What follows belongs to an exercise in optimizing a design on an open flow for small area, a short achievable clock period and few clock cycles per item; a production flow would make more cautious choices. At most, simulation tests tie the RTL to the original design; equivalence was not proved. Function not checked in run 2: the RTL went through the layout flow alone. Power is estimated from default activity; no workload was simulated.

## flow/design.v (module list and top-level ports; edited modules follow where they fit)
// module mac_dsp_pipe: 897 lines
module mac_dsp_pipe #(
  parameter int A_WIDTH     = 25,
  parameter int B_WIDTH     = 18,
  parameter int ACC_WIDTH   = 48,
  parameter int PIPE_STAGES = 1
) (
  input  logic                 clk_i,
  input  logic                 rst_i,
  input  logic                 valid_i,
  output logic                 ready_o,
  input  logic [A_WIDTH-1:0]   a_i,
  input  logic [B_WIDTH-1:0]   b_i,
  input  logic                 clr_i,
  input  logic                 last_i,
  output logic                 valid_o,
  input  logic                 ready_i,
  output logic [ACC_WIDTH-1:0] acc_o,
  output logic                 ovf_o
);
  // ...
==> flow/flow/run.sh <==
#!/bin/bash
# Standard layout, with netlist steps between synthesis and floorplan: fanout.py takes out the
# synthesis buffers (the flow removes them anyway); fixinv.py removes the inverters that Yosys
# leaves between full-adder cells (a full adder is self-dual, so a cell can compute on complemented
# signals instead; single-output gates can be swapped for their complement); fanout.py then gives
# register outputs with many loads a driver (two inverters). The new netlist is used only if ABC's cec proves it
# equivalent to the standard synthesis (registers paired by name); else the standard one is kept.
set -uo pipefail
export PATH="$FLOW_HOME/../tools/install/yosys/bin:$FLOW_HOME/../tools/install/OpenROAD/bin:$PATH"
R=orfs/results/${FLOW_PLATFORM}/mac_dsp_pipe/base
# port buffers: a plain buffer instead of the delay cell buffer_ports picks by itself
export BUFFER_PORTS_ARGS="-buffer_cell sky130_fd_sc_hd__buf_1"
bash standard.sh synth > synth.log 2>&1 || { echo "synthesis failed"; exit 1; }
cp "$R/1_2_yosys.v" standard_synth.v
if python3 flow/fanout.py standard_synth.v nobuf_synth.v 0 > fanout0.log 2>&1 \
   && python3 flow/fixinv.py nobuf_synth.v inv_synth.v > fixinv.log 2>&1 \
   && python3 flow/fanout.py inv_synth.v fixed_synth.v ${FANOUT_MAX:-12} > fanout.log 2>&1 \
   && bash flow/cec.sh standard_synth.v fixed_synth.v > cec.log 2>&1 \
   && grep -q "Networks are equivalent" cec.log; then
  echo "using the netlist with full-adder polarities fixed"
  cp fixed_synth.v "$R/1_2_yosys.v"
  touch "$R/1_2_yosys.v"
else
  echo "keeping the standard netlist"
fi
bash standard.sh > layout.log 2>&1 || { echo "layout failed"; exit 1; }
test -f out/final.def
==> flow/flow/cec.sh <==
#!/bin/bash
# usage: cec.sh gold.v gate.v  -> combinational equivalence (registers matched by name) with ABC
set -e
t=$(mktemp -d -p .)
cat $1 $2 > $t/both.v
python3 $(dirname "$0")/lib2v.py ${LIB:-/OpenROAD-flow-scripts/flow/platforms/sky130hd/lib/sky130_fd_sc_hd__tt_025C_1v80.lib} $t/both.v > $t/cells.v
for x in gold gate; do
  f=$1; [ $x = gate ] && f=$2
  python3 $(dirname "$0")/cutff.py $f > $t/$x.v
  yosys -q -p "read_verilog $t/cells.v; read_verilog $t/$x.v; hierarchy -top mac_dsp_pipe; flatten; techmap; opt -purge; write_blif $t/$x.blif" >/dev/null
done
yosys-abc -c "cec -n $t/gold.blif $t/gate.blif"
rm -rf $t
==> flow/flow/cutff.py <==
#!/usr/bin/env python3
"""Turn every flip-flop of a flat sky130 netlist into ports (Q an input, D/DE outputs) named after
the flip-flop instance, so two netlists with the same registers can be compared combinationally."""
import re, sys
src = open(sys.argv[1]).read()
inst_re = re.compile(r'^  (sky130_fd_sc_hd__\w*dfxtp\w*) +(\S+) +\((.*?)\n  \);\n', re.S | re.M)
pin_re = re.compile(r'\.(\w+)\((.*?)\)(?:,|\s*$)', re.S)
newports, decl, assigns = [], [], []
def san(n): return re.sub(r'[^A-Za-z0-9_]', '_', n)
def esc(n): return n + ' ' if n.startswith('\\') else n
def repl(m):
    typ, name, body = m.groups()
    s = san(name)
    for p, n in pin_re.findall(body):
        n = n.strip()
        if p == 'CLK': continue
        if p == 'Q':
            newports.append(f"ffq_{s}"); decl.append(f"  input ffq_{s};\n"); assigns.append(f"  assign {esc(n)} = ffq_{s};\n")
        else:
            newports.append(f"ff{p.lower()}_{s}"); decl.append(f"  output ff{p.lower()}_{s};\n"); assigns.append(f"  assign ff{p.lower()}_{s} = {esc(n)};\n")
    return ''
src = inst_re.sub(repl, src)
src = re.sub(r'(module mac_dsp_pipe\()', r'\1' + ', '.join(newports) + ', ', src, count=1)
i = src.index(';', src.index('module mac_dsp_pipe(')) + 2
src = src[:i] + ''.join(decl) + src[i:]
src = src.replace('endmodule', ''.join(assigns) + 'endmodule')
print(src)
==> flow/flow/fanout.py <==
#!/usr/bin/env python3
"""Give high-fanout register outputs a driver. Buffers (which the layout flow removes anyway) are
taken out first; then every register output with more than MAX loads drives its loads through a
pair of inverters, so the register, whose cell the flow must keep, sees one small load.
usage: fanout.py in.v out.v MAX"""
import re, sys
from collections import defaultdict
src = open(sys.argv[1]).read()
MAX = int(sys.argv[3])
OUT_PINS = {'X', 'Y', 'Q', 'Q_N', 'SUM', 'COUT', 'HI', 'LO'}
inst_re = re.compile(r'^  (sky130_fd_sc_hd__\w+) +(\S+) +\((.*?)\n  \);\n', re.S | re.M)
pin_re = re.compile(r'\.(\w+)\((.*?)\)(?:,|\s*$)', re.S)
insts = []
for m in inst_re.finditer(src):
    insts.append([m.group(1), m.group(2), [(p, n.strip()) for p, n in pin_re.findall(m.group(3))], m.span()])
head = src[:insts[0][3][0]]
tail = src[insts[-1][3][1]:]
ports = set(m.group(3) for m in re.finditer(r'^\s*(input|output)\s+(\[[^\]]*\]\s*)?(\S+);', head, re.M))
def base_net(n): return n.split(' ')[0] if n.startswith('\\') else re.sub(r'\[\d+\]$', '', n)
def is_port(n): return base_net(n) in ports
def esc(n): return n + ' ' if n.startswith('\\') else n
# remove buffers whose output is not a port
alias = {}
keep = []
for c in insts:
    if re.search(r'__(clk)?buf_\d+$', c[0]):
        d = dict(c[2])
        if not is_port(d['X']):
            alias[d['X']] = d['A']
            continue
    keep.append(c)
def res(n):
    while n in alias: n = alias[n]
    return n
for c in keep:
    c[2] = [(p, n if p in OUT_PINS else res(n)) for p, n in c[2]]
loads = defaultdict(int)
for c in keep:
    for p, n in c[2]:
        if p not in OUT_PINS: loads[n] += 1
extra, wires = [], []
k = 0
for c in list(keep):
    if 'dfxtp' not in c[0]: continue
    q = dict(c[2]).get('Q')
    if MAX <= 0 or q is None or is_port(q) or loads[q] <= MAX: continue
    n1, n2 = f"_fixfo_a{k}_", f"_fixfo_b{k}_"
    wires.append(f"  wire {n1};\n  wire {n2};\n")
    for d in keep:
        if d is c: continue
        d[2] = [(p, n2 if (p not in OUT_PINS and n == q) else n) for p, n in d[2]]
    extra.append([ 'sky130_fd_sc_hd__inv_2', f"_fixfo_i{k}_", [('A', q), ('Y', n1)]])
    extra.append([ 'sky130_fd_sc_hd__inv_4', f"_fixfo_j{k}_", [('A', n1), ('Y', n2)]])
    k += 1
out = [head] + wires
for c in keep + extra:
    out.append(f"  {c[0]} {c[1]} (\n" + ",\n".join(f"    .{p}({esc(n)})" for p, n in c[2]) + "\n  );\n")
out.append(tail)
open(sys.argv[2], 'w').write("".join(out))
sys.stderr.write(f"fanout: {len(alias)} buffers removed, {k} register outputs given a driver\n")
==> flow/flow/fixinv.py <==
#!/usr/bin/env python3
"""Remove inverters around full adders in a Yosys netlist of sky130 cells.

A full adder is self-dual: FA(~a, ~b, ~c) = (~sum, ~carry). The script picks, for each fa cell,
whether it computes on complemented signals (a local search that minimises the number of
signals that then need an inverter), removes the netlist's inverters, and inserts one inverter
per signal whose complement some load needs. The function of the netlist is unchanged.
usage: fixinv.py in.v out.v
"""
import re, sys, random

src = open(sys.argv[1]).read()
OUT_PINS = {'X', 'Y', 'Q', 'Q_N', 'SUM', 'COUT', 'HI', 'LO'}
inst_re = re.compile(r'^  (sky130_fd_sc_hd__\w+) +(\S+) +\((.*?)\n  \);\n', re.S | re.M)
pin_re = re.compile(r'\.(\w+)\((.*?)\)(?:,|\s*$)', re.S)

insts = []
for m in inst_re.finditer(src):
    typ, name, body = m.group(1), m.group(2), m.group(3)
    pins = [(p, n.strip()) for p, n in pin_re.findall(body)]
    insts.append(dict(typ=typ, name=name, pins=pins, span=m.span()))
head = src[:insts[0]['span'][0]]
tail = src[insts[-1]['span'][1]:]
# the text between instances must be empty (only instances are rewritten)
for a, b in zip(insts, insts[1:]):
    assert src[a['span'][1]:b['span'][0]].strip() == '', 'unexpected text between cells'
ports = set()
for m in re.finditer(r'^\s*(input|output)\s+(\[[^\]]*\]\s*)?(\S+);', head, re.M):
    ports.add(m.group(3))
def base_net(n):
    n = n.strip()
    if n.startswith('\\'): return n.split(' ')[0]
    return re.sub(r'\[\d+\]$', '', n)
def is_port(n): return base_net(n) in ports

is_inv = lambda t: re.search(r'__(clk)?inv(lp)?_\d+$', t) is not None
is_fa = lambda t: re.search(r'__fa_\d+$', t) is not None

# single-output cells with a complementary cell of the same inputs: (cell, its output pin)
COMP = {}
for a, b in [('nand2_1', 'and2_1'), ('nor2_1', 'or2_1'), ('xor2_1', 'xnor2_1'), ('a21oi_1', 'a21o_1'),
             ('a22oi_1', 'a22o_1'), ('o21ai_1', 'o21a_1'), ('nand3_1', 'and3_1'), ('nor3_1', 'or3_1'),
             ('a211oi_1', 'a211o_1'), ('o211ai_1', 'o211a_1'), ('a31oi_1', 'a31o_1'), ('o22ai_1', 'o22a_1'),
             ('nand2b_1', 'and2b_1'), ('nor2b_1', 'or2b_1'), ('o21ai_0', 'o21a_1'), ('nand4_1', 'and4_1'), ('nor4_1', 'or4_1')]:
    COMP['sky130_fd_sc_hd__' + a] = 'sky130_fd_sc_hd__' + b
    COMP['sky130_fd_sc_hd__' + b] = 'sky130_fd_sc_hd__' + a
def outpin(t):
    return 'Y' if re.search(r'__(nand|nor|xnor|a\d+oi|o\d+ai|inv|clkinv)', t) else 'X'
driver = {}
for i, c in enumerate(insts):
    for p, n in c['pins']:
        if p in OUT_PINS:
            driver[n] = (i, p)
# removable inverters: input and output not ports
inv_ok = set()
for i, c in enumerate(insts):
    if is_inv(c['typ']):
        d = dict(c['pins'])
        if not is_port(d['Y']) and not is_port(d['A']):
            inv_ok.add(i)
def root(n):
    pol = 0
    seen = 0
    while n in driver and driver[n][0] in inv_ok:
        n = dict(insts[driver[n][0]]['pins'])['A']; pol ^= 1; seen += 1
        assert seen < 100
    return n, pol

# loads: (inst index, pin idx, root, pol)
loads = []
for i, c in enumerate(insts):
    if i in inv_ok: continue
    for k, (p, n) in enumerate(c['pins']):
        if p in OUT_PINS or not n or n.startswith("1'b"): continue
        r, pol = root(n)
        loads.append((i, k, r, pol))
# root -> loads
from collections import defaultdict
by_root = defaultdict(list)
for L in loads: by_root[L[2]].append(L)
fa_idx = [i for i, c in enumerate(insts) if is_fa(c['typ'])]
flip = defaultdict(int)
def drv_flip(r):
    d = driver.get(r)
    return flip[d[0]] if d and is_fa(insts[d[0]]['typ']) else 0
def comp_root(r):
    d = driver.get(r)
    return d is not None and insts[d[0]]['typ'] in COMP and not is_port(r)
def cost_root(r):
    if comp_root(r):
        needs = set(pol ^ flip[i] for (i, k, _, pol) in by_root[r])
        return 1 if len(needs) > 1 else 0
    ph = drv_flip(r)
    for (i, k, _, pol) in by_root[r]:
        if pol ^ flip[i] != ph: return 1
    return 0
# roots touched by each fa
touch = defaultdict(set)
for i in fa_idx:
    for p, n in insts[i]['pins']:
        if p in OUT_PINS: touch[i].add(n)
        elif n and not n.startswith("1'b"): touch[i].add(root(n)[0])
total = sum(cost_root(r) for r in by_root)
start_cost = total
best = None
for seed in range(1, 13):
    random.seed(seed)
    for i in fa_idx: flip[i] = 0 if seed % 2 else random.randint(0, 1)
    for it in range(80):
        improved = False
        order = fa_idx[:]; random.shuffle(order)
        for i in order:
            before = sum(cost_root(r) for r in touch[i])
            flip[i] ^= 1
            after = sum(cost_root(r) for r in touch[i])
            if after < before or (after == before and random.random() < 0.2 and it < 50):
                improved = improved or after < before
            else:
                flip[i] ^= 1
        if not improved and it >= 50: break
    tot = sum(cost_root(r) for r in by_root)
    if best is None or tot < best[0]:
        best = (tot, {i: flip[i] for i in fa_idx})
for i in fa_idx: flip[i] = best[1][i]
total = sum(cost_root(r) for r in by_root)
n_inv_before = len(inv_ok)

# rebuild
def esc(n): return n + ' ' if n.startswith('\\') else n
newpin = {}
neg_net = {}
swapped = 0
for r, Ls in by_root.items():
    if comp_root(r):
        needs = set(pol ^ flip[i] for (i, k, _, pol) in Ls)
        if needs == {1}:
            di = driver[r][0]
            c = insts[di]
            t2 = COMP[c['typ']]
            c['pins'] = [((outpin(t2) if p == outpin(c['typ']) else p), n) for p, n in c['pins']]
            c['typ'] = t2
            flip[('drv', r)] = 1
            swapped += 1
extra = []
wires = []
cnt = 0
for r, Ls in by_root.items():
    ph = drv_flip(r) ^ flip[('drv', r)]
    for (i, k, _, pol) in Ls:
        need = pol ^ flip[i]
        if need == ph:
            newpin[(i, k)] = r
        else:
            if r not in neg_net:
                nn = f"_fixinv_n{cnt}_"; cnt += 1
                neg_net[r] = nn
                wires.append(f"  wire {nn};\n")
                extra.append(f"  sky130_fd_sc_hd__inv_1 _fixinv_i{cnt}_ (\n    .A({esc(r)}),\n    .Y({nn})\n  );\n")
            newpin[(i, k)] = neg_net[r]
out = [head.replace('\nendmodule', '') if False else head]
out.extend(wires)
for i, c in enumerate(insts):
    if i in inv_ok: continue
    pins = []
    for k, (p, n) in enumerate(c['pins']):
        n2 = newpin.get((i, k), n)
        pins.append(f"    .{p}({esc(n2)})")
    out.append(f"  {c['typ']} {c['name']} (\n" + ",\n".join(pins) + "\n  );\n")
out.extend(extra)
out.append(tail)
open(sys.argv[2], 'w').write("".join(out))
sys.stderr.write(f"fixinv: {len(fa_idx)} full adders, {sum(flip[i] for i in fa_idx)} flipped; "
                 f"{swapped} cells complemented; inverters {n_inv_before} -> {len(extra)}\n")
==> flow/flow/lib2v.py <==
#!/usr/bin/env python3
"""Write Verilog models of the sky130hd cells a netlist uses, from the liberty functions."""
import re, sys
lib = open(sys.argv[1]).read()
used = set(re.findall(r'(sky130_fd_sc_hd__\w+)\s+\S+\s*\(', open(sys.argv[2]).read()))
out = []
seen = set()
for m in re.finditer(r'\n\s*cell\s*\(\s*"?(sky130_fd_sc_hd__\w+)"?\s*\)\s*\{', lib):
    name = m.group(1)
    if name not in used or name in seen: continue
    seen.add(name)
    # cell body: up to next top-level cell
    start = m.end()
    nxt = lib.find('\n    cell (', start)
    body = lib[start:nxt if nxt > 0 else len(lib)]
    pins = re.findall(r'\n\s*pin\s*\(\s*"?(\w+)"?\s*\)\s*\{(.*?)(?=\n\s*pin\s*\(|\Z)', body, re.S)
    ins, outs = [], []
    for pn, pb in pins:
        d = re.search(r'direction\s*:\s*"?(\w+)"?', pb).group(1)
        f = re.search(r'\bfunction\s*:\s*"([^"]*)"', pb)
        if d == 'input': ins.append(pn)
        elif d == 'output': outs.append((pn, f.group(1) if f else None))
    if 'edfxtp' in name:
        out.append(f"module {name}(input CLK, input D, input DE, output reg Q); always @(posedge CLK) if (DE) Q <= D; endmodule")
        continue
    if 'dfxtp' in name:
        out.append(f"module {name}(input CLK, input D, output reg Q); always @(posedge CLK) Q <= D; endmodule")
        continue
    if 'XX' in name:
        out.append(f"module {name}(input CLK, input D, input DE, output reg Q); always @(posedge CLK) if (DE) Q <= D; endmodule")
        continue
    ports = ", ".join([f"input {p}" for p in ins] + [f"output {p}" for p, _ in outs])
    lines = [f"module {name}({ports});"]
    for p, f in outs:
        if f is None:
            lines.append(f"  assign {p} = 1'b0; // no function")
            continue
        e = f.replace('!', '~').replace('+', '|')
        e = re.sub(r"(\w+)'", r"(~\1)", e)
        e = re.sub(r'(\w|\))\s+(\w|\(|~)', r'\1 & \2', e)
        lines.append(f"  assign {p} = {e};")
    lines.append("endmodule")
    out.append("\n".join(lines))
print("\n".join(out))
==> flow/standard.sh <==
#!/bin/bash
# synth_recipe.tcl (not shown) runs the flow's synth.tcl, then flattens the netlist and writes it again
# the make line also repeats each setting of config.mk as NAME=value (left out here)
make -C /OpenROAD-flow-scripts/flow DESIGN_CONFIG=/design/flow/config.mk WORK_HOME=/design/flow/orfs CLKGATE_MAP_FILE= SYNTH_SCRIPT=/design/flow/synth_recipe.tcl "${@:-finish}"
==> flow/config.mk <==
export PLATFORM = sky130hd
export DESIGN_NAME = mac_dsp_pipe
export DESIGN_NICKNAME = mac_dsp_pipe
export VERILOG_FILES = /design/flow/design.v
export SDC_FILE = /design/flow/constraint.sdc
export NUM_CORES = 4
export LEC_CHECK = 0
export CAP_MARGIN = 5
export CORE_MARGIN = 2
export CORE_UTILIZATION = 60
export PLACE_DENSITY = 0.75
export SETUP_SLACK_MARGIN = 3.2
export SLEW_MARGIN = 5
==> flow/constraint.sdc <==
create_clock -name core_clock -period 7.0 [get_ports {clk_i}]
set_input_delay 1.4000 -clock core_clock [delete_from_list [all_inputs] [get_ports {clk_i}]]
set_output_delay 1.4000 -clock core_clock [all_outputs]
set_load 0.01 [all_outputs]
==> notes.md, run 1 <==
run status complete, no violations; max-slew violation count 0; Worst Hold Margin 0.4288 ns; Reg with most FFs acc; Placed Cells 1868; buffer share of cell area 0.02657; clock share of power 0.116; commonest non-fill, non-tap cell in the layout xnor2_1; Non-clock buffers 117; origin of the worst setup path c_start; PwrDens 470.9 mW/mm²; R2R setup slack 3.20 ns; Root Buffer clkbuf_16; Syn Nets 1721; cts repair resizes 13; Net Switching 3.802 mW; total power 8.979 mW; Pre-antenna DRT Iters 7; layout cells sized above 1 0.1170; synth warn 1; top layer in use met4; Tmin final 3.804 ns; top cell class by occupied area multi-input gates; post-route ant nets 0; worst-path cell chain inv_2 -> inv_12 -> and2b_1 -> fa_1 -> ha_4 -> nand4_1 -> nor3_4 -> o2111ai_4 -> a211oi_4 -> o2111ai_4 -> o311ai_4 -> a31oi_1 -> xnor2_1; startpoint types register; multi-input gates 1059; Design Area, Final 0.01907 mm²
Testbench counts, summed over its fixed seeds: cycles 16,090, samples 16,066.
==> inputs of run 2 (changes only) <==
--- a/flow/design.v
+++ b/flow/design.v
@@ -41,17 +41,16 @@
   logic one8, two8, neg8, ppn8, e_one8, e_two8, e_neg8;
   logic [24:0] pp8;
   logic fs0, fc0, fs1, fc1, fs2, fc2, fs3, fc3, fs4, fc4, fs5, fc5, fs6, fc6, fs7, fc7, fs8, fc8, fs9, fc9, fs10, fc10, fs11, fc11, fs12, fc12, fs13, fc13, fs14, fc14, fs15, fc15, fs16, fc16, fs17, fc17, fs18, fc18, fs19, fc19, fs20, fc20, fs21, fc21, fs22, fc22, fs23, fc23, fs24, fc24, fs25, fc25, fs26, fc26, fs27, fc27, fs28, fc28, fs29, fc29, fs30, fc30, fs31, fc31, fs32, fc32, fs33, fc33, fs34, fc34, fs35, fc35, fs36, fc36, fs37, fc37, fs38, fc38, fs39, fc39, fs40, fc40, fs41, fc41, fs42, fc42, fs43, fc43, fs44, fc44, fs45, fc45, fs46, fc46, fs47, fc47, fs48, fc48, fs49, fc49, fs50, fc50, fs51, fc51, fs52, fc52, fs53, fc53, fs54, fc54, fs55, fc55, fs56, fc56, fs57, fc57, fs58, fc58, fs59, fc59, fs60, fc60, fs61, fc61, fs62, fc62, fs63, fc63, fs64, fc64, fs65, fc65, fs66, fc66, fs67, fc67, fs68, fc68, fs69, fc69, fs70, fc70, fs71, fc71, fs72, fc72, fs73, fc73, fs74, fc74, fs75, fc75, fs76, fc76, fs77, fc77, fs78, fc78, fs79, fc79, fs80, fc80, fs81, fc81, fs82, fc82, fs83, fc83, fs84, fc84, fs85, fc85, fs86, fc86, fs87, fc87, fs88, fc88, fs89, fc89, fs90, fc90, fs91, fc91, fs92, fc92, fs93, fc93, fs94, fc94, fs95, fc95, fs96, fc96, fs97, fc97, fs98, fc98, fs99, fc99, fs100, fc100, fs101, fc101, fs102, fc102, fs103, fc103, fs104, fc104, fs105, fc105, fs106, fc106, fs107, fc107, fs108, fc108, fs109, fc109, fs110, fc110, fs111, fc111, fs112, fc112, fs113, fc113, fs114, fc114, fs115, fc115, fs116, fc116, fs117, fc117, fs118, fc118, fs119, fc119, fs120, fc120, fs121, fc121, fs122, fc122, fs123, fc123, fs124, fc124, fs125, fc125, fs126, fc126, fs127, fc127, fs128, fc128, fs129, fc129, fs130, fc130, fs131, fc131, fs132, fc132, fs133, fc133, fs134, fc134, fs135, fc135, fs136, fc136, fs137, fc137, fs138, fc138, fs139, fc139, fs140, fc140, fs141, fc141, fs142, fc142, fs143, fc143, fs144, fc144, fs145, fc145, fs146, fc146, fs147, fc147, fs148, fc148, fs149, fc149, fs150, fc150, fs151, fc151, fs152, fc152, fs153, fc153, fs154, fc154, fs155, fc155, fs156, fc156, fs157, fc157, fs158, fc158, fs159, fc159, fs160, fc160, fs161, fc161, fs162, fc162, fs163, fc163, fs164, fc164, fs165, fc165, fs166, fc166, fs167, fc167, fs168, fc168, fs169, fc169, fs170, fc170, fs171, fc171, fs172, fc172, fs173, fc173, fs174, fc174, fs175, fc175, fs176, fc176, fs177, fc177, fs178, fc178, fs179, fc179, fs180, fc180, fs181, fc181, fs182, fc182, fs183, fc183, fs184, fc184, fs185, fc185, fs186, fc186, fs187, fc187, fs188, fc188, fs189, fc189, fs190, fc190, fs191, fc191, fs192, fc192, fs193, fc193, fs194, fc194, fs195, fc195, fs196, fc196, fs197, fc197, fs198, fc198, fs199, fc199;
   logic [24:0] r_a;
   logic r_v, r_clr, r_last;
   logic [8:0] r_one, r_two, r_neg;
   logic [48:0] c_x, c_y, s3, c3;
   logic c_v, c_last, c_start, c_start_nx;
-  logic [48:0] g_f, p_f;
   assign ce      = !valid_o || ready_i;
   assign ready_o = ce;
   assign take    = valid_i && ce;
   assign bm      = {b_i, 1'b0};
   assign e_neg0 = bm[2];
   assign e_one0 = (bm[1] ^ bm[0]);
   assign e_two0 = ((bm[2] & !bm[1] & !bm[0]) | (!bm[2] & bm[1] & bm[0]));
   assign e_neg1 = bm[4];
@@ -560,327 +559,17 @@
     end
   end
   assign start = c_start;
   assign clear = c_v && start;
   assign base = start ? 48'd0 : acc;
   assign basen47 = !base[47];
   assign s3 = {1'b0, basen47, base[46:0]} ^ c_x ^ c_y;
   assign c3 = {(({1'b0, basen47, base[46:0]} & c_x) | ({1'b0, basen47, base[46:0]} & c_y) | (c_x & c_y)), 1'b0};
-  assign g_f = s3 & c3;
-  assign p_f = s3 ^ c3;
-  wire gg_f0 = g_f[1] | (p_f[1] & g_f[0]);
-  wire pg_f0 = p_f[1] & p_f[0];
-  wire gg_f1 = g_f[3] | (p_f[3] & g_f[2]);
-  wire pg_f1 = p_f[3] & p_f[2];
-  wire gg_f2 = g_f[5] | (p_f[5] & g_f[4]);
-  wire pg_f2 = p_f[5] & p_f[4];
-  wire gg_f3 = g_f[7] | (p_f[7] & g_f[6]);
-  wire pg_f3 = p_f[7] & p_f[6];
-  wire gg_f4 = g_f[9] | (p_f[9] & g_f[8]);
-  wire pg_f4 = p_f[9] & p_f[8];
-  wire gg_f5 = g_f[11] | (p_f[11] & g_f[10]);
-  wire pg_f5 = p_f[11] & p_f[10];
-  wire gg_f6 = g_f[13] | (p_f[13] & g_f[12]);
-  wire pg_f6 = p_f[13] & p_f[12];
-  wire gg_f7 = g_f[15] | (p_f[15] & g_f[14]);
-  wire pg_f7 = p_f[15] & p_f[14];
-  wire gg_f8 = g_f[17] | (p_f[17] & g_f[16]);
-  wire pg_f8 = p_f[17] & p_f[16];
-  wire gg_f9 = g_f[19] | (p_f[19] & g_f[18]);
-  wire pg_f9 = p_f[19] & p_f[18];
-  wire gg_f10 = g_f[21] | (p_f[21] & g_f[20]);
-  wire pg_f10 = p_f[21] & p_f[20];
-  wire gg_f11 = g_f[23] | (p_f[23] & g_f[22]);
-  wire pg_f11 = p_f[23] & p_f[22];
-  wire gg_f12 = g_f[25] | (p_f[25] & g_f[24]);
-  wire pg_f12 = p_f[25] & p_f[24];
-  wire gg_f13 = g_f[27] | (p_f[27] & g_f[26]);
-  wire pg_f13 = p_f[27] & p_f[26];
-  wire gg_f14 = g_f[29] | (p_f[29] & g_f[28]);
-  wire pg_f14 = p_f[29] & p_f[28];
-  wire gg_f15 = g_f[31] | (p_f[31] & g_f[30]);
-  wire pg_f15 = p_f[31] & p_f[30];
-  wire gg_f16 = g_f[33] | (p_f[33] & g_f[32]);
-  wire pg_f16 = p_f[33] & p_f[32];
-  wire gg_f17 = g_f[35] | (p_f[35] & g_f[34]);
-  wire pg_f17 = p_f[35] & p_f[34];
-  wire gg_f18 = g_f[37] | (p_f[37] & g_f[36]);
-  wire pg_f18 = p_f[37] & p_f[36];
-  wire gg_f19 = g_f[39] | (p_f[39] & g_f[38]);
-  wire pg_f19 = p_f[39] & p_f[38];
-  wire gg_f20 = g_f[41] | (p_f[41] & g_f[40]);
-  wire pg_f20 = p_f[41] & p_f[40];
-  wire gg_f21 = g_f[43] | (p_f[43] & g_f[42]);
-  wire pg_f21 = p_f[43] & p_f[42];
-  wire gg_f22 = g_f[45] | (p_f[45] & g_f[44]);
-  wire pg_f22 = p_f[45] & p_f[44];
-  wire gg_f23 = g_f[47] | (p_f[47] & g_f[46]);
-  wire pg_f23 = p_f[47] & p_f[46];
-  wire gg_f24 = g_f[2] | (p_f[2] & gg_f0);
-  wire pg_f24 = p_f[2] & pg_f0;
-  wire gg_f25 = gg_f1 | (pg_f1 & gg_f0);
-  wire pg_f25 = pg_f1 & pg_f0;
-  wire gg_f26 = g_f[6] | (p_f[6] & gg_f2);
-  wire pg_f26 = p_f[6] & pg_f2;
-  wire gg_f27 = gg_f3 | (pg_f3 & gg_f2);
-  wire pg_f27 = pg_f3 & pg_f2;
-  wire gg_f28 = g_f[10] | (p_f[10] & gg_f4);
-  wire pg_f28 = p_f[10] & pg_f4;
-  wire gg_f29 = gg_f5 | (pg_f5 & gg_f4);
-  wire pg_f29 = pg_f5 & pg_f4;
-  wire gg_f30 = g_f[14] | (p_f[14] & gg_f6);
-  wire pg_f30 = p_f[14] & pg_f6;
-  wire gg_f31 = gg_f7 | (pg_f7 & gg_f6);
-  wire pg_f31 = pg_f7 & pg_f6;
-  wire gg_f32 = g_f[18] | (p_f[18] & gg_f8);
-  wire pg_f32 = p_f[18] & pg_f8;
-  wire gg_f33 = gg_f9 | (pg_f9 & gg_f8);
-  wire pg_f33 = pg_f9 & pg_f8;
-  wire gg_f34 = g_f[22] | (p_f[22] & gg_f10);
-  wire pg_f34 = p_f[22] & pg_f10;
-  wire gg_f35 = gg_f11 | (pg_f11 & gg_f10);
-  wire pg_f35 = pg_f11 & pg_f10;
-  wire gg_f36 = g_f[26] | (p_f[26] & gg_f12);
-  wire pg_f36 = p_f[26] & pg_f12;
-  wire gg_f37 = gg_f13 | (pg_f13 & gg_f12);
-  wire pg_f37 = pg_f13 & pg_f12;
-  wire gg_f38 = g_f[30] | (p_f[30] & gg_f14);
-  wire pg_f38 = p_f[30] & pg_f14;
-  wire gg_f39 = gg_f15 | (pg_f15 & gg_f14);
-  wire pg_f39 = pg_f15 & pg_f14;
-  wire gg_f40 = g_f[34] | (p_f[34] & gg_f16);
-  wire pg_f40 = p_f[34] & pg_f16;
-  wire gg_f41 = gg_f17 | (pg_f17 & gg_f16);
-  wire pg_f41 = pg_f17 & pg_f16;
-  wire gg_f42 = g_f[38] | (p_f[38] & gg_f18);
-  wire pg_f42 = p_f[38] & pg_f18;
-  wire gg_f43 = gg_f19 | (pg_f19 & gg_f18);
-  wire pg_f43 = pg_f19 & pg_f18;
-  wire gg_f44 = g_f[42] | (p_f[42] & gg_f20);
-  wire pg_f44 = p_f[42] & pg_f20;
-  wire gg_f45 = gg_f21 | (pg_f21 & gg_f20);
-  wire pg_f45 = pg_f21 & pg_f20;
-  wire gg_f46 = g_f[46] | (p_f[46] & gg_f22);
-  wire pg_f46 = p_f[46] & pg_f22;
-  wire gg_f47 = gg_f23 | (pg_f23 & gg_f22);
-  wire pg_f47 = pg_f23 & pg_f22;
-  wire gg_f48 = g_f[4] | (p_f[4] & gg_f25);
-  wire pg_f48 = p_f[4] & pg_f25;
-  wire gg_f49 = gg_f2 | (pg_f2 & gg_f25);
-  wire pg_f49 = pg_f2 & pg_f25;
-  wire gg_f50 = gg_f26 | (pg_f26 & gg_f25);
-  wire pg_f50 = pg_f26 & pg_f25;
-  wire gg_f51 = gg_f27 | (pg_f27 & gg_f25);
-  wire pg_f51 = pg_f27 & pg_f25;
-  wire gg_f52 = g_f[12] | (p_f[12] & gg_f29);
-  wire pg_f52 = p_f[12] & pg_f29;
-  wire gg_f53 = gg_f6 | (pg_f6 & gg_f29);
-  wire pg_f53 = pg_f6 & pg_f29;
-  wire gg_f54 = gg_f30 | (pg_f30 & gg_f29);
-  wire pg_f54 = pg_f30 & pg_f29;
-  wire gg_f55 = gg_f31 | (pg_f31 & gg_f29);
-  wire pg_f55 = pg_f31 & pg_f29;
-  wire gg_f56 = g_f[20] | (p_f[20] & gg_f33);
-  wire pg_f56 = p_f[20] & pg_f33;
-  wire gg_f57 = gg_f10 | (pg_f10 & gg_f33);
-  wire pg_f57 = pg_f10 & pg_f33;
-  wire gg_f58 = gg_f34 | (pg_f34 & gg_f33);
-  wire pg_f58 = pg_f34 & pg_f33;
-  wire gg_f59 = gg_f35 | (pg_f35 & gg_f33);
-  wire pg_f59 = pg_f35 & pg_f33;
-  wire gg_f60 = g_f[28] | (p_f[28] & gg_f37);
-  wire pg_f60 = p_f[28] & pg_f37;
-  wire gg_f61 = gg_f14 | (pg_f14 & gg_f37);
-  wire pg_f61 = pg_f14 & pg_f37;
-  wire gg_f62 = gg_f38 | (pg_f38 & gg_f37);
-  wire pg_f62 = pg_f38 & pg_f37;
-  wire gg_f63 = gg_f39 | (pg_f39 & gg_f37);
-  wire pg_f63 = pg_f39 & pg_f37;
-  wire gg_f64 = g_f[36] | (p_f[36] & gg_f41);
-  wire pg_f64 = p_f[36] & pg_f41;
-  wire gg_f65 = gg_f18 | (pg_f18 & gg_f41);
-  wire pg_f65 = pg_f18 & pg_f41;
-  wire gg_f66 = gg_f42 | (pg_f42 & gg_f41);
-  wire pg_f66 = pg_f42 & pg_f41;
-  wire gg_f67 = gg_f43 | (pg_f43 & gg_f41);
-  wire pg_f67 = pg_f43 & pg_f41;
-  wire gg_f68 = g_f[44] | (p_f[44] & gg_f45);
-  wire pg_f68 = p_f[44] & pg_f45;
-  wire gg_f69 = gg_f22 | (pg_f22 & gg_f45);
-  wire pg_f69 = pg_f22 & pg_f45;
-  wire gg_f70 = gg_f46 | (pg_f46 & gg_f45);
-  wire pg_f70 = pg_f46 & pg_f45;
-  wire gg_f71 = gg_f47 | (pg_f47 & gg_f45);
-  wire pg_f71 = pg_f47 & pg_f45;
-  wire gg_f72 = g_f[8] | (p_f[8] & gg_f51);
-  wire pg_f72 = p_f[8] & pg_f51;
-  wire gg_f73 = gg_f4 | (pg_f4 & gg_f51);
-  wire pg_f73 = pg_f4 & pg_f51;
-  wire gg_f74 = gg_f28 | (pg_f28 & gg_f51);
-  wire pg_f74 = pg_f28 & pg_f51;
-  wire gg_f75 = gg_f29 | (pg_f29 & gg_f51);
-  wire pg_f75 = pg_f29 & pg_f51;
-  wire gg_f76 = gg_f52 | (pg_f52 & gg_f51);
-  wire pg_f76 = pg_f52 & pg_f51;
-  wire gg_f77 = gg_f53 | (pg_f53 & gg_f51);
-  wire pg_f77 = pg_f53 & pg_f51;
-  wire gg_f78 = gg_f54 | (pg_f54 & gg_f51);
-  wire pg_f78 = pg_f54 & pg_f51;
-  wire gg_f79 = gg_f55 | (pg_f55 & gg_f51);
-  wire pg_f79 = pg_f55 & pg_f51;
-  wire gg_f80 = g_f[24] | (p_f[24] & gg_f59);
-  wire pg_f80 = p_f[24] & pg_f59;
-  wire gg_f81 = gg_f12 | (pg_f12 & gg_f59);
-  wire pg_f81 = pg_f12 & pg_f59;
-  wire gg_f82 = gg_f36 | (pg_f36 & gg_f59);
-  wire pg_f82 = pg_f36 & pg_f59;
-  wire gg_f83 = gg_f37 | (pg_f37 & gg_f59);
-  wire pg_f83 = pg_f37 & pg_f59;
-  wire gg_f84 = gg_f60 | (pg_f60 & gg_f59);
-  wire pg_f84 = pg_f60 & pg_f59;
-  wire gg_f85 = gg_f61 | (pg_f61 & gg_f59);
-  wire pg_f85 = pg_f61 & pg_f59;
-  wire gg_f86 = gg_f62 | (pg_f62 & gg_f59);
-  wire pg_f86 = pg_f62 & pg_f59;
-  wire gg_f87 = gg_f63 | (pg_f63 & gg_f59);
-  wire pg_f87 = pg_f63 & pg_f59;
-  wire gg_f88 = g_f[40] | (p_f[40] & gg_f67);
-  wire pg_f88 = p_f[40] & pg_f67;
-  wire gg_f89 = gg_f20 | (pg_f20 & gg_f67);
-  wire pg_f89 = pg_f20 & pg_f67;
-  wire gg_f90 = gg_f44 | (pg_f44 & gg_f67);
-  wire pg_f90 = pg_f44 & pg_f67;
-  wire gg_f91 = gg_f45 | (pg_f45 & gg_f67);
-  wire pg_f91 = pg_f45 & pg_f67;
-  wire gg_f92 = gg_f68 | (pg_f68 & gg_f67);
-  wire pg_f92 = pg_f68 & pg_f67;
-  wire gg_f93 = gg_f69 | (pg_f69 & gg_f67);
-  wire pg_f93 = pg_f69 & pg_f67;
-  wire gg_f94 = gg_f70 | (pg_f70 & gg_f67);
-  wire pg_f94 = pg_f70 & pg_f67;
-  wire gg_f95 = gg_f71 | (pg_f71 & gg_f67);
-  wire pg_f95 = pg_f71 & pg_f67;
-  wire gg_f96 = g_f[16] | (p_f[16] & gg_f79);
-  wire pg_f96 = p_f[16] & pg_f79;
-  wire gg_f97 = gg_f8 | (pg_f8 & gg_f79);
-  wire pg_f97 = pg_f8 & pg_f79;
-  wire gg_f98 = gg_f32 | (pg_f32 & gg_f79);
-  wire pg_f98 = pg_f32 & pg_f79;
-  wire gg_f99 = gg_f33 | (pg_f33 & gg_f79);
-  wire pg_f99 = pg_f33 & pg_f79;
-  wire gg_f100 = gg_f56 | (pg_f56 & gg_f79);
-  wire pg_f100 = pg_f56 & pg_f79;
-  wire gg_f101 = gg_f57 | (pg_f57 & gg_f79);
-  wire pg_f101 = pg_f57 & pg_f79;
-  wire gg_f102 = gg_f58 | (pg_f58 & gg_f79);
-  wire pg_f102 = pg_f58 & pg_f79;
-  wire gg_f103 = gg_f59 | (pg_f59 & gg_f79);
-  wire pg_f103 = pg_f59 & pg_f79;
-  wire gg_f104 = gg_f80 | (pg_f80 & gg_f79);
-  wire pg_f104 = pg_f80 & pg_f79;
-  wire gg_f105 = gg_f81 | (pg_f81 & gg_f79);
-  wire pg_f105 = pg_f81 & pg_f79;
-  wire gg_f106 = gg_f82 | (pg_f82 & gg_f79);
-  wire pg_f106 = pg_f82 & pg_f79;
-  wire gg_f107 = gg_f83 | (pg_f83 & gg_f79);
-  wire pg_f107 = pg_f83 & pg_f79;
-  wire gg_f108 = gg_f84 | (pg_f84 & gg_f79);
-  wire pg_f108 = pg_f84 & pg_f79;
-  wire gg_f109 = gg_f85 | (pg_f85 & gg_f79);
-  wire pg_f109 = pg_f85 & pg_f79;
-  wire gg_f110 = gg_f86 | (pg_f86 & gg_f79);
-  wire pg_f110 = pg_f86 & pg_f79;
-  wire gg_f111 = gg_f87 | (pg_f87 & gg_f79);
-  wire pg_f111 = pg_f87 & pg_f79;
-  wire gg_f112 = g_f[48] | (p_f[48] & gg_f95);
-  wire pg_f112 = p_f[48] & pg_f95;
-  wire gg_f113 = g_f[32] | (p_f[32] & gg_f111);
-  wire pg_f113 = p_f[32] & pg_f111;
-  wire gg_f114 = gg_f16 | (pg_f16 & gg_f111);
-  wire pg_f114 = pg_f16 & pg_f111;
-  wire gg_f115 = gg_f40 | (pg_f40 & gg_f111);
-  wire pg_f115 = pg_f40 & pg_f111;
-  wire gg_f116 = gg_f41 | (pg_f41 & gg_f111);
-  wire pg_f116 = pg_f41 & pg_f111;
-  wire gg_f117 = gg_f64 | (pg_f64 & gg_f111);
-  wire pg_f117 = pg_f64 & pg_f111;
-  wire gg_f118 = gg_f65 | (pg_f65 & gg_f111);
-  wire pg_f118 = pg_f65 & pg_f111;
-  wire gg_f119 = gg_f66 | (pg_f66 & gg_f111);
-  wire pg_f119 = pg_f66 & pg_f111;
-  wire gg_f120 = gg_f67 | (pg_f67 & gg_f111);
-  wire pg_f120 = pg_f67 & pg_f111;
-  wire gg_f121 = gg_f88 | (pg_f88 & gg_f111);
-  wire pg_f121 = pg_f88 & pg_f111;
-  wire gg_f122 = gg_f89 | (pg_f89 & gg_f111);
-  wire pg_f122 = pg_f89 & pg_f111;
-  wire gg_f123 = gg_f90 | (pg_f90 & gg_f111);
-  wire pg_f123 = pg_f90 & pg_f111;
-  wire gg_f124 = gg_f91 | (pg_f91 & gg_f111);
-  wire pg_f124 = pg_f91 & pg_f111;
-  wire gg_f125 = gg_f92 | (pg_f92 & gg_f111);
-  wire pg_f125 = pg_f92 & pg_f111;
-  wire gg_f126 = gg_f93 | (pg_f93 & gg_f111);
-  wire pg_f126 = pg_f93 & pg_f111;
-  wire gg_f127 = gg_f94 | (pg_f94 & gg_f111);
-  wire pg_f127 = pg_f94 & pg_f111;
-  wire gg_f128 = gg_f95 | (pg_f95 & gg_f111);
-  wire pg_f128 = pg_f95 & pg_f111;
-  wire gg_f129 = gg_f112 | (pg_f112 & gg_f111);
-  wire pg_f129 = pg_f112 & pg_f111;
-  assign tsum[0] = p_f[0];
-  assign tsum[1] = p_f[1] ^ g_f[0];
-  assign tsum[2] = p_f[2] ^ gg_f0;
-  assign tsum[3] = p_f[3] ^ gg_f24;
-  assign tsum[4] = p_f[4] ^ gg_f25;
-  assign tsum[5] = p_f[5] ^ gg_f48;
-  assign tsum[6] = p_f[6] ^ gg_f49;
-  assign tsum[7] = p_f[7] ^ gg_f50;
-  assign tsum[8] = p_f[8] ^ gg_f51;
-  assign tsum[9] = p_f[9] ^ gg_f72;
-  assign tsum[10] = p_f[10] ^ gg_f73;
-  assign tsum[11] = p_f[11] ^ gg_f74;
-  assign tsum[12] = p_f[12] ^ gg_f75;
-  assign tsum[13] = p_f[13] ^ gg_f76;
-  assign tsum[14] = p_f[14] ^ gg_f77;
-  assign tsum[15] = p_f[15] ^ gg_f78;
-  assign tsum[16] = p_f[16] ^ gg_f79;
-  assign tsum[17] = p_f[17] ^ gg_f96;
-  assign tsum[18] = p_f[18] ^ gg_f97;
-  assign tsum[19] = p_f[19] ^ gg_f98;
-  assign tsum[20] = p_f[20] ^ gg_f99;
-  assign tsum[21] = p_f[21] ^ gg_f100;
-  assign tsum[22] = p_f[22] ^ gg_f101;
-  assign tsum[23] = p_f[23] ^ gg_f102;
-  assign tsum[24] = p_f[24] ^ gg_f103;
-  assign tsum[25] = p_f[25] ^ gg_f104;
-  assign tsum[26] = p_f[26] ^ gg_f105;
-  assign tsum[27] = p_f[27] ^ gg_f106;
-  assign tsum[28] = p_f[28] ^ gg_f107;
-  assign tsum[29] = p_f[29] ^ gg_f108;
-  assign tsum[30] = p_f[30] ^ gg_f109;
-  assign tsum[31] = p_f[31] ^ gg_f110;
-  assign tsum[32] = p_f[32] ^ gg_f111;
-  assign tsum[33] = p_f[33] ^ gg_f113;
-  assign tsum[34] = p_f[34] ^ gg_f114;
-  assign tsum[35] = p_f[35] ^ gg_f115;
-  assign tsum[36] = p_f[36] ^ gg_f116;
-  assign tsum[37] = p_f[37] ^ gg_f117;
-  assign tsum[38] = p_f[38] ^ gg_f118;
-  assign tsum[39] = p_f[39] ^ gg_f119;
-  assign tsum[40] = p_f[40] ^ gg_f120;
-  assign tsum[41] = p_f[41] ^ gg_f121;
-  assign tsum[42] = p_f[42] ^ gg_f122;
-  assign tsum[43] = p_f[43] ^ gg_f123;
-  assign tsum[44] = p_f[44] ^ gg_f124;
-  assign tsum[45] = p_f[45] ^ gg_f125;
-  assign tsum[46] = p_f[46] ^ gg_f126;
-  assign tsum[47] = p_f[47] ^ gg_f127;
-  assign tsum[48] = p_f[48] ^ gg_f128;
+  assign tsum = s3 + c3;
   assign add_ovf = tsum[48] ^ tsum[47];
   always_ff @(posedge clk_i) begin
     if (rst_i) begin
       new_frame <= 1'b1;
       valid_o   <= 1'b0;
     end else if (ce) begin
       if (c_v) new_frame <= c_last;
       valid_o <= c_v && c_last;
==> flow/config.mk (replaced) <==
export PLATFORM = sky130hd
export DESIGN_NAME = mac_dsp_pipe
export DESIGN_NICKNAME = mac_dsp_pipe
export VERILOG_FILES = /design/flow/design.v
export SDC_FILE = /design/flow/constraint.sdc
export NUM_CORES = 4
export LEC_CHECK = 0
export CAP_MARGIN = 20
export CORE_MARGIN = 2
export CORE_UTILIZATION = 60
export PLACE_DENSITY = 0.75
export SETUP_SLACK_MARGIN = 3.2
export SLEW_MARGIN = 20
==> run 2 against run 1 <==
Effect of this change:
- first-iteration DRC count shrank 9.5%
- utilization is 0.23 points higher
- critical path type unchanged
- sequential power is essentially flat
- clock skew decreased by 0.0029 ns
==> notes.md, run 2 <==
DRC viols 0; class of the worst hold path reg -> reg; commonest non-fill, non-tap cell in the layout xnor2_1; H-tree depth 4; post-route ant nets 0 (unchanged); global route overflow 0; Root Buffer clkbuf_16; origin of the worst setup path c_start; largest net degree at the start of global routing 63; syn_area_per_cell 12.05 µm²; Worst Hold Margin 0.4404 ns (+0.01162 ns); setup ws final 3.182 ns; CTS Buffer Depth 2; leakage power 7.670 nW; GPL Wtd Cong 0.9356; starting density of the core 0.6056; Max Cap Viol 0; Sink Count 192; Antenna diodes 0; worst-path cell chain inv_2 -> inv_12 -> and2b_1 -> fa_1 -> ha_4 -> a21o_1 -> o21bai_1 -> nor4_2 -> o311ai_4 -> a311oi_2 -> o21ai_2 -> a211oi_4 -> xnor2_1 -> o21ai_1; crit share post-route 0.5455; via count 12860; die height 176.5 µm; Reg with most FFs acc; first-pass GRT wire length 71280 µm; final WL 45420 µm; Largest regs acc (48), c_x (42), c_y (41); slowest stage delay, CP 0.46 ns; Max FO, Critical Path 49; WS Path Type reg -> reg; cell area after synthesis 0.01785 mm²; Die Area 0.03115 mm²; Worst-Skew Late Latency 0.45 ns; Syn Nets 1815 (+5.5%); Num CTS Buffers 17; I/O Buffers 99; TNS Setup 0 ns; Multi-input gate area 0.01177 mm²; Die Width 176.5 µm; most frequent cells in the layout xnor2_1, a22oi_1, fa_1, edfxtp_1, buf_1; max reg flops 48; via density per instance 6.360; Post-DP HPWL 30850 µm; Fin. Hold Viols 0; layout cells sized above 1 0.1293 (+0.01230); PwrDens 516.0 mW/mm² (+9.6%); startpoint types register; routed length per placed instance 22.46 µm; row count 63; met2 Use GR 0.4233; synth warn 1 (unchanged); initial DRC count 1433; CTS clk-pin slew, worst paths 0.08 ns; fin util 0.6703; grt met3 use 0.06934; critical path data required time 7.21 ns; Post-CTS Hold Buffers 0; # nets final 1953; worst-margin pin slew 0.7403 ns; skew final 0.01624 ns; Crit Reg-Reg Startpoint c_start; GR Util All Layers 0.2975; Worst EP arrival 4.03 ns; FMAX 261.9 MHz; initial antenna violation count 0; Seq. cell area 0.005725 mm²; RSZ-0062 raised after global routing yes; CP Capture Type register; dpl ws 2.747 ns; Tmin final 3.818 ns (+0.01456 ns); Slew headroom 0.5064; total power 10.20 mW (+14%); area grow syn2layout 10.68%; maximum vdd drop 0.2329 mV; I/O pin cnt 100; setup violators final 0; max-slew violation count 0 (unchanged); Pre-antenna DRT Iters 6 (-1); CTS tree done; FILL cells 2246; M1 GR Usage 0.4572; GRT busiest layer met1; Core ar. 0.02948 mm²; critical hold path startpoint r_last; vias in the first global route 12790; Crit-path slowest cell fa_1; run status complete, no violations; Synth Instances 1481
==> run 2: cell count changes in the layout (fill, tap and decap cells not counted), moves of 9 or more <==
| cell | before | now |
|---|---|---|
| a21oi_1 | 28 | 44 |
| xor2_1 | 44 | 57 |
| nand2_1 | 27 | 45 |
| ha_2 | 1 | 11 |
| nor2_1 | 30 | 21 |
| o21ai_0 | 26 | 35 |
| a21o_1 | 14 | 31 |
| ha_1 | 74 | 64 |
==> run 2: repair_timing <==
| item | in CTS | in global routing |
|---|---|---|
| setup buffers | 4 | 13 |
| gates cloned | 0 | 1 |
| pin swaps | 8 | 6 |
| gates resized for setup | 23 | 33 |
| setup endpoints to repair | 49 | 20 |
==> run 2: cell type report <==
cell class,count,share of cell area
clock buffers,17,0.02153
well taps,390,0.02469
clock inverters,15,0.009878
multi-input cells,1158,0.5956
repair buffers,119,0.02640
flip-flops and latches,192,0.2897
inverters,131,0.03217
==> run 2: worst paths after layout <==
path	end	slack (ns)	cells after the start
worst min register to register	c_last	0.44	0
worst max register to register	ovf	3.18	14
worst min-delay path	c_last	0.44	0
worst max-delay path	ovf	3.18	14
==> run 2: stage by stage <==
| step | cells | instance area, µm² |
|---|---|---|
| 5_1_grt | 2022 | 19760 |
| 6_report | 2022 | 19760 |
| 3_3_place_gp | 1972 | 18740 |
| 3_5_place_dp | 1972 | 18740 |
| 2_1_floorplan | 1481 | 17860 |
| 4_1_cts | 2008 | 19490 |
==> run 2: power by group <==
group / internal [mW] / total [mW] / switching (mW)
sequential: 2.14 / 2.38 / 0.240
combinational: 2.89 / 6.77 / 3.88
clock: 0.574 / 1.05 / 0.475
==> run 2: metal layers <==
metal / routed length, µm / vias to the layer above
li1: - / 5624
met2: 19710 / 789
met1: 19990 / 6358
met4: 881 / 0
met3: 4831 / 89
met5: 0 / -
==> run 2: critical path: cells and delay by family, from the launching register on <==
| family | cells | cell delay, ns |
|---|---|---|
| flops | 1 | 0.38 |
| buf+inv | 2 | 0.23 |
| fa+ha+maj | 2 | 0.73 |
| simple gates | 2 | 0.65 |
| compound gates | 7 | 1.44 |
| xor+xnor | 1 | 0.14 |

-- what the ideal ports hide --
In the flow no input, the clock included, has a driving cell. The finished layouts below were timed again as built, in two steps.
Step 1: set_driving_cell puts a clkbuf_16 on clk_i and a buf_2 on each other input, an assumption about the parent block.
Step 2 times the ports against the registers' clock, not the clock port: input delays grow and output delays shrink by t, the midpoint of the rising clock arrivals with the driver on.
Slacks: ideal / step 1 / step 2; pairs: ideal / step 1.
run	shift t [ns]	slack for setup (ns)	worst setup path at the end
run 1	0.503	3.196 / 3.196 / 3.196	register to register
run 2	0.499	3.182 / 3.182 / 3.182	register to register
After both steps setup and hold are still met in every run listed.
